This design comes from an exercise in tuning for small area on the open sky130 flow, not from production work.
Function was checked by simulation only, so behaviour that the tests miss may differ from the original.
Power figures rest on the tool's default switching activity, not on a simulated workload.

--- run.sh ---
#!/bin/bash
# synth_recipe.tcl (not shown) runs the flow's synth.tcl, then flattens the netlist and writes it again
# the make line also repeats each setting of config.mk as NAME=value (left out here)
make -C /OpenROAD-flow-scripts/flow DESIGN_CONFIG=/design/flow/config.mk WORK_HOME=/design/flow/orfs CLKGATE_MAP_FILE= SYNTH_SCRIPT=/design/flow/synth_recipe.tcl finish
--- config.mk ---
export PLATFORM = sky130hd
export DESIGN_NAME = tdes_dec
export DESIGN_NICKNAME = tdes_dec
export VERILOG_FILES = /design/flow/design.v
export SDC_FILE = /design/flow/constraint.sdc
export NUM_CORES = 4
export LEC_CHECK = 0
export CAP_MARGIN = 20
export CORE_MARGIN = 2
export CORE_UTILIZATION = 40
export SLEW_MARGIN = 20
--- constraint.sdc ---
create_clock -name core_clock -period 4.0 [get_ports {clk}]
set_input_delay 0.8000 -clock core_clock [delete_from_list [all_inputs] [get_ports {clk}]]
set_output_delay 0.8000 -clock core_clock [all_outputs]
set_load 0.01 [all_outputs]
--- design.v ---
package tdes_pkg;
	localparam int HALF_W  = 64;
	localparam int BLOCK_W = 2 * HALF_W;
	localparam int LANE_W  = 16;
	typedef logic [HALF_W-1:0]  half_t;
	typedef logic [BLOCK_W-1:0] block_t;
	typedef logic [HALF_W-1:0]  key_t;
	typedef logic [LANE_W-1:0]  lane_t;
	localparam int ROUNDS_PER_STAGE = 16;
	localparam int NUM_STAGES       = 3;
	localparam int TOTAL_ROUNDS = NUM_STAGES * ROUNDS_PER_STAGE;
endpackage
package tdes_ctrl_pkg;
	typedef enum logic [1:0] {
		SEQ_LOAD,
		SEQ_RUN,
		SEQ_FINISH,
		SEQ_HOLD
	} seq_state_t;
	typedef enum logic [1:0] {
		STAGE_DEC3,
		STAGE_ENC2,
		STAGE_DEC1
	} stage_t;
	typedef logic [3:0] round_t;
endpackage
`timescale 1ns/1ps
module tdes_sequencer (
	input  logic                  clk,
	input  logic                  rst,
	output logic                  load,
	output logic                  run,
	output logic                  last_round,
	output logic                  finish,
	output tdes_ctrl_pkg::stage_t stage
);
	tdes_ctrl_pkg::seq_state_t state;
	tdes_ctrl_pkg::round_t     cnt;
	localparam tdes_ctrl_pkg::round_t LAST_CNT =
		tdes_ctrl_pkg::round_t'(tdes_pkg::ROUNDS_PER_STAGE - 1);
	always_ff @(posedge clk) begin
		if (rst) begin
			state <= tdes_ctrl_pkg::SEQ_LOAD;
			cnt   <= '0;
			stage <= tdes_ctrl_pkg::STAGE_DEC3;
		end else begin
			case (state)
				tdes_ctrl_pkg::SEQ_LOAD: begin
					state <= tdes_ctrl_pkg::SEQ_RUN;
					cnt   <= '0;
					stage <= tdes_ctrl_pkg::STAGE_DEC3;
				end
				tdes_ctrl_pkg::SEQ_RUN: begin
					cnt <= cnt + 1'b1;
					if (cnt == LAST_CNT) begin
						case (stage)
							tdes_ctrl_pkg::STAGE_DEC3: stage <= tdes_ctrl_pkg::STAGE_ENC2;
							tdes_ctrl_pkg::STAGE_ENC2: stage <= tdes_ctrl_pkg::STAGE_DEC1;
							default: state <= tdes_ctrl_pkg::SEQ_FINISH;
						endcase
					end
				end
				tdes_ctrl_pkg::SEQ_FINISH: begin
					state <= tdes_ctrl_pkg::SEQ_HOLD;
				end
				default: begin
					state <= tdes_ctrl_pkg::SEQ_HOLD;
				end
			endcase
		end
	end
	assign load       = !rst && (state == tdes_ctrl_pkg::SEQ_LOAD);
	assign run        = (state == tdes_ctrl_pkg::SEQ_RUN);
	assign last_round = run && (cnt == LAST_CNT);
	assign finish     = (state == tdes_ctrl_pkg::SEQ_FINISH);
endmodule
`timescale 1ns/1ps
module tdes_key_schedule (
	input  logic                  clk,
	input  logic                  load,
	input  logic                  run,
	input  logic                  last_round,
	input  tdes_ctrl_pkg::stage_t stage,
	input  tdes_pkg::key_t        ek1,
	input  tdes_pkg::key_t        ek2,
	input  tdes_pkg::key_t        ek3,
	output tdes_pkg::key_t        round_key
);
	function automatic tdes_pkg::key_t step_key(input tdes_pkg::key_t a);
		tdes_pkg::lane_t a0;
		tdes_pkg::lane_t a1;
		tdes_pkg::lane_t a2;
		tdes_pkg::lane_t a3;
		a0 = a[0*tdes_pkg::LANE_W +: tdes_pkg::LANE_W];
		a1 = a[1*tdes_pkg::LANE_W +: tdes_pkg::LANE_W];
		a2 = a[2*tdes_pkg::LANE_W +: tdes_pkg::LANE_W];
		a3 = a[3*tdes_pkg::LANE_W +: tdes_pkg::LANE_W];
		step_key = {a1 ^ a0 ^ a3, a2 ^ a3, a1 ^ a2, a1 ^ a0};
	endfunction
	always_ff @(posedge clk) begin
		if (load) begin
			round_key <= ek3;
		end else if (run) begin
			if (last_round) begin
				case (stage)
					tdes_ctrl_pkg::STAGE_DEC3: round_key <= ek2;
					tdes_ctrl_pkg::STAGE_ENC2: round_key <= ek1;
					default: round_key <= round_key;
				endcase
			end else begin
				round_key <= step_key(round_key);
			end
		end
	end
endmodule
`timescale 1ns/1ps
module tdes_feistel_round (
	input  logic                  clk,
	input  logic                  load,
	input  logic                  run,
	input  tdes_ctrl_pkg::stage_t stage,
	input  tdes_pkg::block_t      ct,
	input  tdes_pkg::key_t        round_key,
	output tdes_pkg::block_t      block
);
	tdes_pkg::half_t l;
	tdes_pkg::half_t r;
	tdes_pkg::half_t l_next;
	tdes_pkg::half_t r_next;
	always_comb begin
		if (stage == tdes_ctrl_pkg::STAGE_ENC2) begin
			l_next = r;
			r_next = l ^ r ^ round_key;
		end else begin
			l_next = r ^ round_key ^ l;
			r_next = l;
		end
	end
	always_ff @(posedge clk) begin
		if (load) begin
			l <= ct[tdes_pkg::BLOCK_W-1 -: tdes_pkg::HALF_W];
			r <= ct[tdes_pkg::HALF_W-1:0];
		end else if (run) begin
			l <= l_next;
			r <= r_next;
		end
	end
	assign block = {l, r};
endmodule
`timescale 1ns/1ps
module tdes_result_capture (
	input  logic                  clk,
	input  logic                  rst,
	input  logic                  last_round,
	input  logic                  finish,
	input  tdes_ctrl_pkg::stage_t stage,
	input  tdes_pkg::key_t        round_key,
	input  tdes_pkg::block_t      block,
	output tdes_pkg::block_t      pt,
	output tdes_pkg::key_t        k1,
	output tdes_pkg::key_t        k2,
	output tdes_pkg::key_t        k3
);
	always_ff @(posedge clk) begin
		if (rst) begin
			pt <= '0;
			k1 <= '0;
			k2 <= '0;
			k3 <= '0;
		end else begin
			if (last_round) begin
				case (stage)
					tdes_ctrl_pkg::STAGE_DEC3: k3 <= round_key;
					tdes_ctrl_pkg::STAGE_ENC2: k2 <= round_key;
					default: k1 <= round_key;
				endcase
			end
			if (finish) begin
				pt <= block;
			end
		end
	end
endmodule
`timescale 1ns/1ps
module tdes_dec (
	input  logic             clk,
	input  logic             rst,
	input  tdes_pkg::key_t   ek1,
	input  tdes_pkg::key_t   ek2,
	input  tdes_pkg::key_t   ek3,
	input  tdes_pkg::block_t ct,
	output tdes_pkg::block_t pt,
	output tdes_pkg::key_t   k1,
	output tdes_pkg::key_t   k2,
	output tdes_pkg::key_t   k3
);
	logic                  load;
	logic                  run;
	logic                  last_round;
	logic                  finish;
	tdes_ctrl_pkg::stage_t stage;
	tdes_pkg::key_t        round_key;
	tdes_pkg::block_t      block;
	tdes_sequencer seq0 (
		.clk        (clk),
		.rst        (rst),
		.load       (load),
		.run        (run),
		.last_round (last_round),
		.finish     (finish),
		.stage      (stage)
	);
	tdes_key_schedule keys0 (
		.clk        (clk),
		.load       (load),
		.run        (run),
		.last_round (last_round),
		.stage      (stage),
		.ek1        (ek1),
		.ek2        (ek2),
		.ek3        (ek3),
		.round_key  (round_key)
	);
	tdes_feistel_round round0 (
		.clk        (clk),
		.load       (load),
		.run        (run),
		.stage      (stage),
		.ct         (ct),
		.round_key  (round_key),
		.block      (block)
	);
	tdes_result_capture cap0 (
		.clk        (clk),
		.rst        (rst),
		.last_round (last_round),
		.finish     (finish),
		.stage      (stage),
		.round_key  (round_key),
		.block      (block),
		.pt         (pt),
		.k1         (k1),
		.k2         (k2),
		.k3         (k3)
	);
endmodule
==> metrics.cfg, run 1 <==
[power]
p_per_area_nw_per_um2=597
power.total_w=0.0194
ir_worst_vdd_uv=365
leakage_nw=11.1

[global_route]
grt_max_degree=197
grt_pass1_wl_um=140000
grt_pass1_vias=21200
antenna_found_initial=22
grt_usage=0.299
grt_overflow=0

[timing]
min_period_ns=2.71
clock_skew_ns=0.0178
setup_violations=0
rsz0062_at_grt=no
hold_viol_final=0
slew_viol_final=0
post-route-period-util=0.678
worstMarginPinSlew_ns=1.03
fmax_ghz=0.369
max-slew-margin-rel=0.310

[placement]
portBuffers=641
globalplace.congestion=0.883
hpwlAfterDp_um=65500
place_area_um2=30600

[setup_path]
worst-path-buf-inv=0
worst_path_max_delay_cell=nand3_4
crit_family=simple AND/OR/NAND/NOR gates
required_ns=4.45
cp_max_fo=64
cp_cell_sequence=nor2b_1, nand3_4, nand2_1, a21oi_1
max_stage_delay_ns=0.87
crit_arrival_ns=3.16
worstSetupPathType=flop to flop
crit_path_end_kind=flop
startpoint_type=flop

[synth]
yosysSeqAreaShare=0.514
ys_ff_latch=520
async_flop_share=0
ys_types=31
yosysWarningCount=4
postSynthAreaPerCell_um2=8.40
syn_area_um2=24000
synth_edf_count=192
synth_ff_type=dfxtp_1
postSynthCellCount=2854
synth_nets=3177

[run_status]
status=no timing/DRC/antenna violations

[detailed_routing]
wire_per_inst_um=23.1
vias_per_cell=5.27
first_pass_iters=5
drc=0
ant_nets=0
dr_total_vias=21900
drtIter0Drc=1922
drt-total-wl_um=96000

[floorplan]
rows=89
initial_core_util=0.405
die_area_um2=61900
die_w_um=249
ioPinCount=642
core_area_um2=59100
die_height_um=249

[clocking]
ctsHoldBuffers=0
clk_latency_ns=0.61
clk_path_buf_depth=3
clkTransAtPathRegs_ns=0.06
cts_setup_buffers=0
numCtsBuffers=57
cts_sinks=520
h-tree-depth=2
cts_resized=0
tritoncts=yes
root_buffer=clkbuf_16

[final_layout]
stdcell_area_um2=32500
final_util=0.550
nNetsFinal=3645
final_cell_mix=nand2_1 (961), clkdlybuf4s50_1 (640), dfxtp_1 (328)
areaGrowthSynthToFinish_pct=35.6
layout_commonest_cell=nand2_1
drive_above_1_share=0.0371

[run]
cap_violations=0

[worst_hold_path]
hp-class=flop to flop

[per-stage QoR]
step / TNS, ns / std cells / worst slack, ns / hold WS (ns)
floorplan: -42.16 / 2854 / -0.659 / 0.481
global placement: 0 / 4036 / 1.38 / 0.441
detailed placement: 0 / 4036 / 1.31 / 0.446
CTS: 0 / 4141 / 1.30 / 0.453
global route: 0 / 4156 / 1.13 / 0.470
finish: 0 / 4158 / 1.29 / 0.453
[report_power, final]
| group | switching (W) | internal (W) | total (W) |
|---|---|---|---|
| clock | 0.00222 | 0.00313 | 0.00535 |
| sequential | 0.00207 | 0.00691 | 0.00898 |
| combinational | 0.00230 | 0.00278 | 0.00508 |
[metal layers]
metal | GRT usage | wire length (µm) | share of wire | vias up
li1 | - | - | - | 10200
met1 | 0.382 | 39000 | 0.41 | 10600
met2 | 0.502 | 46800 | 0.49 | 894
met3 | 0.0575 | 7300 | 0.076 | 148
met4 | 0.106 | 2850 | 0.030 | 10
met5 | 0 | 68 | 0.00071 | -
[area by class of cell]
cell class / count / area [µm²]
tap: 773 / 967
fill: 5397 / 26600
clock inverter: 15 / 150
inverter: 3 / 11.3
timing repair buffer: 664 / 6710
antenna: 17 / 42.5
multi-input combinational: 2076 / 10600
clock buffer: 90 / 1720
sequential: 520 / 12300
[sequential cells by signal, indices dropped and copies added (netlist names)]
signal           flops
cap0.k2             64
cap0.k3             64
seq0.stage           2
cap0.pt            128
seq0.state           2
round0.l            64
round0.r            64
cap0.k1             64
keys0.round_key     64
seq0.cnt             4
[final timing paths]
kind,from,cells past startpoint,end,slack [ns]
worst max register to register,seq0.state[0],4,cap0.k3[31],1.29
worst min-delay path,cap0.pt[45],2,cap0.pt[45],0.45
worst min register to register,cap0.pt[45],2,cap0.pt[45],0.45
worst max-delay path,seq0.state[0],4,cap0.k3[31],1.29
[worst min-delay path, cell delays in order (launching register included)]
cell and delay [ns]:
dfxtp_1 0.31, nand2_1 0.05, a21oi_1 0.05
[synthesized netlist by cell type, drive strengths merged, types with 2 or more instances]
library cell	instances	area share
a21oi	326	0.068
a22o	16	0.0058
a22oi	2	0.00063
a31oi	17	0.0044
and3	50	0.013
buf	130	0.028
clkbuf	125	0.020
dfxtp	328	0.27
edfxtp	192	0.24
inv	3	0.00047
nand2	962	0.15
nand2b	2	0.00073
nand3	7	0.0019
nor2	186	0.029
nor2b	2	0.00052
nor3	4	0.0018
o21ai	129	0.027
o31ai	48	0.015
xnor2	272	0.099
xor2	48	0.018
[cells by family after synthesis]
kind of cell / share of synthesized area
xor gates and xnor gates: 0.117
muxes: 0.000470
AOI/OAI and AO/OA: 0.122
buffers and inverters: 0.0481
and+or+nand+nor: 0.198
DFF: 0.514
adders and majority gates: 0.000522
==> inputs of run 2 (changes only) <==
==> design.v (replaced) <==
package tdes_pkg;
	localparam int HALF_W  = 64;
	localparam int BLOCK_W = 2 * HALF_W;
	localparam int LANE_W  = 16;
	typedef logic [HALF_W-1:0]  half_t;
	typedef logic [BLOCK_W-1:0] block_t;
	typedef logic [HALF_W-1:0]  key_t;
	typedef logic [LANE_W-1:0]  lane_t;
	localparam int ROUNDS_PER_STAGE = 16;
	localparam int NUM_STAGES       = 3;
	localparam int TOTAL_ROUNDS = NUM_STAGES * ROUNDS_PER_STAGE;
endpackage
package tdes_ctrl_pkg;
	typedef enum logic [1:0] {
		SEQ_LOAD,
		SEQ_RUN,
		SEQ_FINISH,
		SEQ_HOLD
	} seq_state_t;
	typedef enum logic [1:0] {
		STAGE_DEC3,
		STAGE_ENC2,
		STAGE_DEC1
	} stage_t;
	typedef logic [3:0] round_t;
endpackage
`timescale 1ns/1ps
module tdes_dec (
	input  logic             clk,
	input  logic             rst,
	input  tdes_pkg::key_t   ek1,
	input  tdes_pkg::key_t   ek2,
	input  tdes_pkg::key_t   ek3,
	input  tdes_pkg::block_t ct,
	output tdes_pkg::block_t pt,
	output tdes_pkg::key_t   k1,
	output tdes_pkg::key_t   k2,
	output tdes_pkg::key_t   k3
);
	function automatic tdes_pkg::key_t step_key(input tdes_pkg::key_t a);
		tdes_pkg::lane_t a0;
		tdes_pkg::lane_t a1;
		tdes_pkg::lane_t a2;
		tdes_pkg::lane_t a3;
		a0 = a[15:0];
		a1 = a[31:16];
		a2 = a[47:32];
		a3 = a[63:48];
		step_key = {a1 ^ a0 ^ a3, a2 ^ a3, a1 ^ a2, a1 ^ a0};
	endfunction
	logic [5:0]     n;
	tdes_pkg::half_t a;
	tdes_pkg::half_t b;
	tdes_pkg::half_t t;
	tdes_pkg::key_t  rk;
	tdes_pkg::key_t  k2_q;
	tdes_pkg::key_t  k3_q;
	logic            sw;
	logic            done;
	always_ff @(posedge clk) begin
		if (rst) n <= '0;
		else if (n != 6'd50) n <= n + 6'd1;
	end
	assign done = (n == 6'd50);
	assign sw   = (n == 6'd17) || (n == 6'd33) || done;
	always_comb begin
		if (n == 6'd0) t = ct[63:0];
		else if (n == 6'd1) t = ct[127:64];
		else if (done) t = b;
		else t = a ^ b ^ rk;
	end
	always_ff @(posedge clk) begin
		a <= sw ? a : t;
		b <= sw ? t : a;
	end
	always_ff @(posedge clk) begin
		if (n <= 6'd1) rk <= ek3;
		else if (n == 6'd17) rk <= ek2;
		else if (n == 6'd33) rk <= ek1;
		else if (n < 6'd49) rk <= step_key(rk);
	end
	always_ff @(posedge clk) begin
		if (rst) begin
			k2_q <= '0;
			k3_q <= '0;
		end else begin
			if (n == 6'd16) k3_q <= ek3;
			if (n == 6'd32) k2_q <= ek2;
		end
	end
	assign pt = done ? {a, b} : '0;
	assign k1 = (n >= 6'd49) ? rk : '0;
	assign k2 = k2_q;
	assign k3 = k3_q;
endmodule
==> flow/run.sh (new file) <==
#!/bin/bash
# Standard ORFS layout, but with the smallest buffer on every input and
# output port instead of the default port buffer.
set -euo pipefail
export BUFFER_PORTS_ARGS="-buffer_cell sky130_fd_sc_hd__buf_1"
bash standard.sh > standard.log 2>&1
==> standard.sh (new file) <==
#!/bin/bash
# synth_recipe.tcl (not shown) runs the flow's synth.tcl, then flattens the netlist and writes it again
# the make line also repeats each setting of config.mk as NAME=value (left out here)
make -C /OpenROAD-flow-scripts/flow DESIGN_CONFIG=/design/flow/config.mk WORK_HOME=/design/flow/orfs CLKGATE_MAP_FILE= SYNTH_SCRIPT=/design/flow/synth_recipe.tcl "${@:-finish}"
removed: run.sh
==> run 2 against run 1 <==
Critical endpoint is now k1[2]. Total power shrank 28%. Still clean. Design area shrank 35%. Core utilization shrank 5.1 points. Largest cell class is now multi-input gates. Largest power group unchanged. Clock skew grew 0.0032 ns. Hold slack gained 0.00071 ns. Routed wire length shrank 23%. Area after synthesis shrank 29%. Critical path type is now flop to output port.
==> metrics.cfg, run 2 <==
[synth]
postSynthCellCount=1924  ; was 2854
synth_edf_count=128  ; was 192
synth.area.top_cells=dfxtp_1 (23%), edfxtp_1 (22%), a21oi_1 (12%)  ; was dfxtp_1 (27%), edfxtp_1 (24%), nand2_1 (15%)
async_flop_share=0  ; unchanged
postSynthAreaPerCell_um2=8.90  ; was 8.40 µm²
yosysSeqAreaShare=0.456  ; was 0.514
ys_ff_latch=326  ; was 520
syn_area_um2=17100  ; was 24000 µm²
synth_ff_type=dfxtp_1  ; unchanged
synth_top_cell_area_share=0.232  ; was 0.274
post-synth-top-area-cell=dfxtp_1  ; unchanged
synthTopCellsByCount=a21oi_1 (417), nand2_1 (259), dfxtp_1 (198)  ; was nand2_1 (962), dfxtp_1 (328), a21oi_1 (326)
yosysWarningCount=1  ; was 4
yosys.cell_count.top_type=a21oi_1  ; was nand2_1
ys_types=38  ; was 31
synth_nets=2250  ; was 3177

[placement]
globalplace.congestion=0.906  ; was 0.883
portBuffers=641  ; unchanged
hpwlAfterDp_um=53700  ; was 65500 µm

[setup_path]
crit_path_end_kind=output port  ; was flop
max_stage_delay_ns=0.47  ; was 0.87 ns
worst_path_max_delay_cell=buf_4  ; was nand3_4
cp_cell_sequence=inv_1, ha_1, nand2_1, o211a_2, buf_4, and2_1, buf_1  ; was nor2b_1, nand3_4, nand2_1, a21oi_1
worstSetupPathType=flop to output port  ; was flop to flop
crit_family=buffers and inverters  ; was simple AND/OR/NAND/NOR gates
regToRegSetupSlack_ns=0.87  ; was 1.29 ns
crit_arrival_ns=2.71  ; was 3.16 ns
worst-path-buf-inv=3  ; was 0
required_ns=3.20  ; was 4.45 ns
cp_max_fo=64  ; unchanged
startpoint_type=flop  ; unchanged

[clocking]
cts_setup_buffers=0  ; unchanged
clk_latency_ns=0.57  ; was 0.61 ns
clkTransAtPathRegs_ns=0.06  ; about the same
ctsHoldBuffers=0  ; unchanged
clk_path_buf_depth=3  ; unchanged
numCtsBuffers=39  ; was 57
tritoncts=yes  ; unchanged
h-tree-depth=2  ; unchanged
cts_resized=0  ; unchanged
cts_sinks=326  ; was 520
root_buffer=clkbuf_16  ; unchanged

[detailed_routing]
first_pass_iters=6  ; was 5
drc=0  ; unchanged
ant_nets=0  ; unchanged
drt-total-wl_um=74000  ; was 96000 µm
wire_per_inst_um=24.5  ; was 23.1 µm
vias_per_cell=5.68  ; was 5.27
dr_total_vias=17200  ; was 21900
drtIter0Drc=1845  ; was 1922

[timing]
setup-tns-final_ns=0  ; unchanged
setup_violations=0  ; unchanged
fmax_ghz=0.285  ; was 0.369 GHz
clock_skew_ns=0.0210  ; was 0.0178 ns
rsz0062_at_grt=no  ; unchanged
post-route-period-util=0.877  ; was 0.678
min_period_ns=3.51  ; was 2.71 ns
hold_viol_final=0  ; unchanged
max-slew-margin-rel=0.332  ; was 0.310
worstMarginPinSlew_ns=1.00  ; was 1.03 ns
slew_viol_final=0  ; unchanged

[global_route]
grt_pass1_vias=16500  ; was 21200
grt_usage=0.319  ; was 0.299
use_met3=0.0589  ; was 0.0575
grt_pass1_wl_um=106000  ; was 140000 µm
grt_use_met2=0.522  ; was 0.502
grt-busiest-layer=met2  ; unchanged
met1_usage=0.423  ; was 0.382
grt_overflow=0  ; unchanged
antenna_found_initial=4  ; was 22
grt_max_degree=168  ; was 197

[final_layout]
nFillCells=4197  ; was 5397
drive_above_1_share=0.0662  ; was 0.0371
areaGrowthSynthToFinish_pct=22.9  ; was 35.6%
layout_commonest_cell=buf_1  ; was nand2_1
final_cell_mix=buf_1 (640), a21oi_1 (417), nand2_1 (258)  ; was nand2_1 (961), clkdlybuf4s50_1 (640), dfxtp_1 (328)
nNetsFinal=2776  ; was 3645

[run]
cap_violations=0  ; unchanged

[floorplan]
ioPinCount=642  ; unchanged
rows=75  ; was 89
die_w_um=211  ; was 249 µm
core_area_um2=42100  ; was 59100 µm²
initial_core_util=0.406  ; was 0.405
die_height_um=211  ; was 249 µm
die_area_um2=44500  ; was 61900 µm²

[power]
leakage_nw=7.29  ; was 11.1 nW
p_per_area_nw_per_um2=664  ; was 597 nW/µm²
power.total_w=0.0140  ; was 0.0194 W
ir_worst_vdd_uv=352  ; was 365 µV

[worst_hold_path]
hp-class=flop to flop  ; unchanged

[run_status]
status=no timing/DRC/antenna violations  ; unchanged

## run 2: cell count changes after synthesis, sizes merged, moves of 69 or more
cell / change
nor2: -129
dfxtp: -130
and3: +81
a21oi: +91
buf: -69
nand2: -703
xnor2: -93
o21ai: -81
## run 2: routing by layer
layer	vias to the layer above	part of all wire
met3	113	0.078
met2	809	0.47
li1	7895	-
met5	-	0.00014
met4	2	0.030
met1	8336	0.42
## run 2: kinds of logic (layout without fill, tap and decap cells)
logic type | Yosys count | in the layout | share of synthesized area
simple gates | 549 | 549 | 0.155
xor+xnor | 197 | 197 | 0.101
flops | 326 | 326 | 0.456
buf+inv | 186 | 741 | 0.0471
mux | 2 | 2 | 0.00124
compound gates | 660 | 660 | 0.237
other cells | 0 | 3 | 0
fa+ha+maj | 4 | 4 | 0.00292
## run 2: final cells by class
type	instances	area [µm²]	area share
Clock buffer	59	1120	0.0533
Sequential cell	326	7810	0.371
Multi-Input combinational cell	1412	8600	0.409
Inverter	2	7.51	0.000357
Antenna cell	3	7.51	0.000357
Timing Repair Buffer	669	2730	0.130
Clock inverter	11	82.6	0.00393
Tap cell	539	674	0.0321
## run 2: report_power, final
part,switching (W),leakage (nW),internal [W]
registers,0.00144,2.94,0.00462
logic,0.00230,3.76,0.00216
clock network,0.00148,0.591,0.00194
## run 2: final timing paths
kind,startpoint,end,cells after the start
max,n[0],k1[2],7
min,k2_q[39],k2_q[39],2
max reg2reg,n[1],a[0],7
min reg2reg,k2_q[39],k2_q[39],2
## run 2: worst reg2reg max path, delay by kind of cell, from the launching register on
| family | cells | cell delay (ns) |
|---|---|---|
| AO/OA/AOI/OAI | 2 | 0.25 |
| buffers and inverters | 2 | 0.45 |
| adder cells (fa/ha/maj) | 1 | 0.34 |
| flip-flops | 1 | 0.35 |
| AND/OR/NAND/NOR | 2 | 1.46 |
## run 2: metrics by stage
step           area (µm²)  cells  worst slack [ns]   util  hold slack, ns
4_1_cts             21000   3018             0.439  0.499           0.447
6_report            21000   3021             0.491  0.499           0.454
3_3_place_gp        19800   2948             0.995  0.470           0.442
2_1_floorplan       17100   1924             0.655      -           0.481
5_1_grt             21000   3021             0.341  0.499           0.463
3_5_place_dp        19800   2948             0.923  0.470           0.446
==> inputs of run 3 (changes only) <==
==> run.sh (new file) <==
#!/bin/bash
# synth_recipe.tcl (not shown) runs the flow's synth.tcl, then flattens the netlist and writes it again
# the make line also repeats each setting of config.mk as NAME=value (left out here)
make -C /OpenROAD-flow-scripts/flow DESIGN_CONFIG=/design/flow/config.mk WORK_HOME=/design/flow/orfs CLKGATE_MAP_FILE= SYNTH_SCRIPT=/design/flow/synth_recipe.tcl finish
removed: flow/run.sh
removed: standard.sh
==> run 3 against run 2 <==
Total power increased by 0.86%. Clock power decreased by 2%. Sequential power about the same. Critical endpoint is now pt[31]. Die area unchanged. Still clean.
==> metrics.cfg, run 3 <==
[detailed_routing]
met2_length_um=36700  ; was 35100 µm
drt-total-wl_um=78000  ; was 74000 µm
first_pass_iters=7  ; was 6
drt-met1-wl_um=29400  ; was 30900 µm
drc=0  ; unchanged
dr_total_vias=17100  ; was 17200
drtIter0Drc=1523  ; was 1845
wire_per_inst_um=25.7  ; was 24.5 µm
route.met3.wl_um=8290  ; was 5750 µm
ant_nets=0  ; unchanged
highest_layer=met5  ; unchanged
vias_per_cell=5.63  ; was 5.68

[synth]
synthTopCellsByCount=a21oi_1 (417), nand2_1 (259), dfxtp_1 (198)  ; unchanged
synth_top_cell_area_share=0.232  ; unchanged
post-synth-top-area-cell=dfxtp_1  ; unchanged
postSynthAreaPerCell_um2=8.90  ; unchanged
synth_ff_type=dfxtp_1  ; unchanged
postSynthCellCount=1924  ; unchanged
synth.area.top_cells=dfxtp_1 (23%), edfxtp_1 (22%), a21oi_1 (12%)  ; unchanged
yosys.cell_count.top_type=a21oi_1  ; unchanged
async_flop_share=0  ; unchanged
yosysSeqAreaShare=0.456  ; unchanged
syn_area_um2=17100  ; unchanged
synth_nets=2250  ; unchanged
ys_types=38  ; unchanged
ys_ff_latch=326  ; unchanged
synth_edf_count=128  ; unchanged
yosysWarningCount=1  ; unchanged

[floorplan]
die_area_um2=44500  ; unchanged
die_w_um=211  ; unchanged
die_height_um=211  ; unchanged
core_area_um2=42100  ; unchanged
rows=75  ; unchanged
initial_core_util=0.406  ; unchanged
ioPinCount=642  ; unchanged

[power]
p_comb_frac=0.334  ; was 0.320
power.share.clock=0.238  ; was 0.245
p_per_area_nw_per_um2=561  ; was 664 nW/µm²
p_int_w=0.00893  ; was 0.00873 W
leakage_nw=8.91  ; was 7.29 nW
ir_worst_vdd_uv=294  ; was 352 µV
power.total_w=0.0141  ; was 0.0140 W
sw_frac_of_total=0.366  ; was 0.374
power_switching_w=0.00515  ; was 0.00522 W
seqPwrFrac=0.429  ; was 0.435

[final_layout]
areaGrowthSynthToFinish_pct=46.5  ; was 22.9%
nNetsFinal=2787  ; was 2776
drive_above_1_share=0.0695  ; was 0.0662
final_cell_mix=clkdlybuf4s50_1 (640), a21oi_1 (417), nand2_1 (258)  ; was buf_1 (640), a21oi_1 (417), nand2_1 (258)
layout_commonest_cell=clkdlybuf4s50_1  ; was buf_1
instances_no_fill=3037  ; was 3021

[global_route]
grt_pass1_vias=16600  ; was 16500
grt_pass1_wl_um=110000  ; was 106000 µm
grt_overflow=0  ; unchanged
antenna_found_initial=15  ; was 4
grt_max_degree=179  ; was 168
grt_usage=0.338  ; was 0.319

[worst_hold_path]
hold_path_depth=2  ; unchanged
worstHoldStart=k3_q[38]  ; was k2_q[39]
hold_path_end=k3_q[38]  ; was k2_q[39]
hp-class=flop to flop  ; unchanged

[timing]
clock_skew_ns=0.0235  ; was 0.0210 ns
min_period_ns=3.85  ; was 3.51 ns
post-route-period-util=0.962  ; was 0.877
max-slew-margin-rel=0.326  ; was 0.332
worstMarginPinSlew_ns=1.01  ; was 1.00 ns
rsz0062_at_grt=no  ; unchanged
setup-tns-final_ns=0  ; unchanged
worst_hold_slack_ns=0.453  ; was 0.454 ns
slew_viol_final=0  ; unchanged
hold_viol_final=0  ; unchanged
fmax_ghz=0.260  ; was 0.285 GHz
setup_violations=0  ; unchanged

[setup_path]
worstSetupPathType=flop to output port  ; unchanged
regToRegSetupSlack_ns=0.83  ; was 0.87 ns
cp_max_fo=51  ; was 64
startpoint_type=flop  ; unchanged
r2r_start=n[1]  ; unchanged
r2r-end=rk[41]  ; was a[0]
crit_path_end_kind=output port  ; unchanged
required_ns=3.20  ; about the same
crit_arrival_ns=3.05  ; was 2.71 ns
r2r_cells=7  ; unchanged

[clocking]
h-tree-depth=2  ; unchanged
tritoncts=yes  ; unchanged
cts_setup_buffers=0  ; unchanged
numCtsBuffers=38  ; was 39
clk_path_buf_depth=3  ; unchanged
cts_resized=0  ; unchanged
clkTransAtPathRegs_ns=0.06  ; about the same
cts_sinks=326  ; unchanged
ctsHoldBuffers=0  ; unchanged
clk_latency_ns=0.55  ; was 0.57 ns
root_buffer=clkbuf_16  ; unchanged

[placement]
globalplace.congestion=0.865  ; was 0.906
portBuffers=641  ; unchanged
hpwlAfterDp_um=58600  ; was 53700 µm
dp.cells=2960  ; was 2948

[run_status]
status=no timing/DRC/antenna violations  ; unchanged

[run]
cap_violations=0  ; unchanged

-- run 3: worst max path at each step --
stage          start     end  slack, ns  depth (start not counted)
2_1_floorplan   n[1]    a[0]       0.65                          8
3_3_place_gp    n[4]  pt[31]       0.74                          4
3_5_place_dp    n[0]  k1[40]       0.72                          7
4_1_cts         n[4]  pt[31]       0.13                          4
5_1_grt         n[4]  pt[31]      0.007                          4
6_report        n[5]  pt[31]       0.15                          4
-- run 3: cells by family (layout without fill, tap and decap cells) --
family,Yosys count,after routing,share of synthesized area
buffers and inverters,186,752,0.0471
AO/OA/AOI/OAI,660,660,0.237
XOR/XNOR,197,197,0.101
AND/OR/NAND/NOR,549,549,0.155
flip-flops,326,326,0.456
adder cells (fa/ha/maj),4,4,0.00292
multiplexers,2,2,0.00124
other,0,8,0
-- run 3: power by group through the flow --
stage / Combinational [W] / Sequential (W) / Clock [W]
floorplan: 0.00347 / 0.00533 / 0
global placement: 0.00450 / 0.00603 / 0
detailed placement: 0.00463 / 0.00605 / 0
CTS: 0.00468 / 0.00599 / 0.00339
global route: 0.00519 / 0.00610 / 0.00350
finish: 0.00470 / 0.00603 / 0.00334
-- run 3: metrics by stage --
step | util | area [µm²] | setup slack, ns
after detailed placement | 0.567 | 23900 | 0.722
after CTS | 0.594 | 25000 | 0.135
after global placement | 0.567 | 23900 | 0.742
after floorplan | - | 17100 | 0.655
after global routing | 0.595 | 25100 | 0.00696
final | 0.595 | 25100 | 0.153
-- run 3: final cells by class --
class / count / area, µm²
fillers: 3735 / 17100
multi-input cells: 1412 / 8600
flip-flops and latches: 326 / 7810
repair buffers: 681 / 6790
clock buffers: 55 / 1070
well taps: 539 / 674
clock inverters: 14 / 96.3
diodes: 8 / 20.0
inverters: 2 / 7.51
-- run 3: critical path, cell delays in order (launching register included) --
cell             delay, ns
dfxtp_1               0.70
and3_4                0.68
buf_12                0.26
and3_1                0.26
clkdlybuf4s50_1       0.56
-- run 3: layer usage --
metal / track usage / vias to the layer above
met5: 0 / -
met4: 0.161 / 8
met3: 0.110 / 142
met2: 0.551 / 823
met1: 0.403 / 8196
li1: - / 7916

==> port drivers added, routing unchanged <==
Ports are ideal in the flow. The routed layouts listed here were re-timed in OpenROAD.
Step 1 sets driving cells, clkbuf_16 on the clock port and buf_2 on the other inputs (assumed; they add their load-dependent delay and slew).
Step 2 also shifts input and output timing later by t, the mid clock arrival at the registers, as if the neighbouring blocks saw the same clock.
Three values: ideal, step 1, step 2; two values: the first two.
| run | shift t [ns] | setup WS [ns] | clock arrival spread, ns | pins driven straight from the clock port |
|---|---|---|---|---|
| run 1 | 0.665 | 1.289 / 1.289 / 1.289 | 0.022 / 0.022 | 1 |
| run 2 | 0.614 | 0.491 / 0.433 / 0.870 | 0.022 / 0.022 | 1 |
| run 3 | 0.595 | 0.153 / 0.098 / 0.693 | 0.025 / 0.025 | 1 |
After both steps every run listed still meets setup and hold.
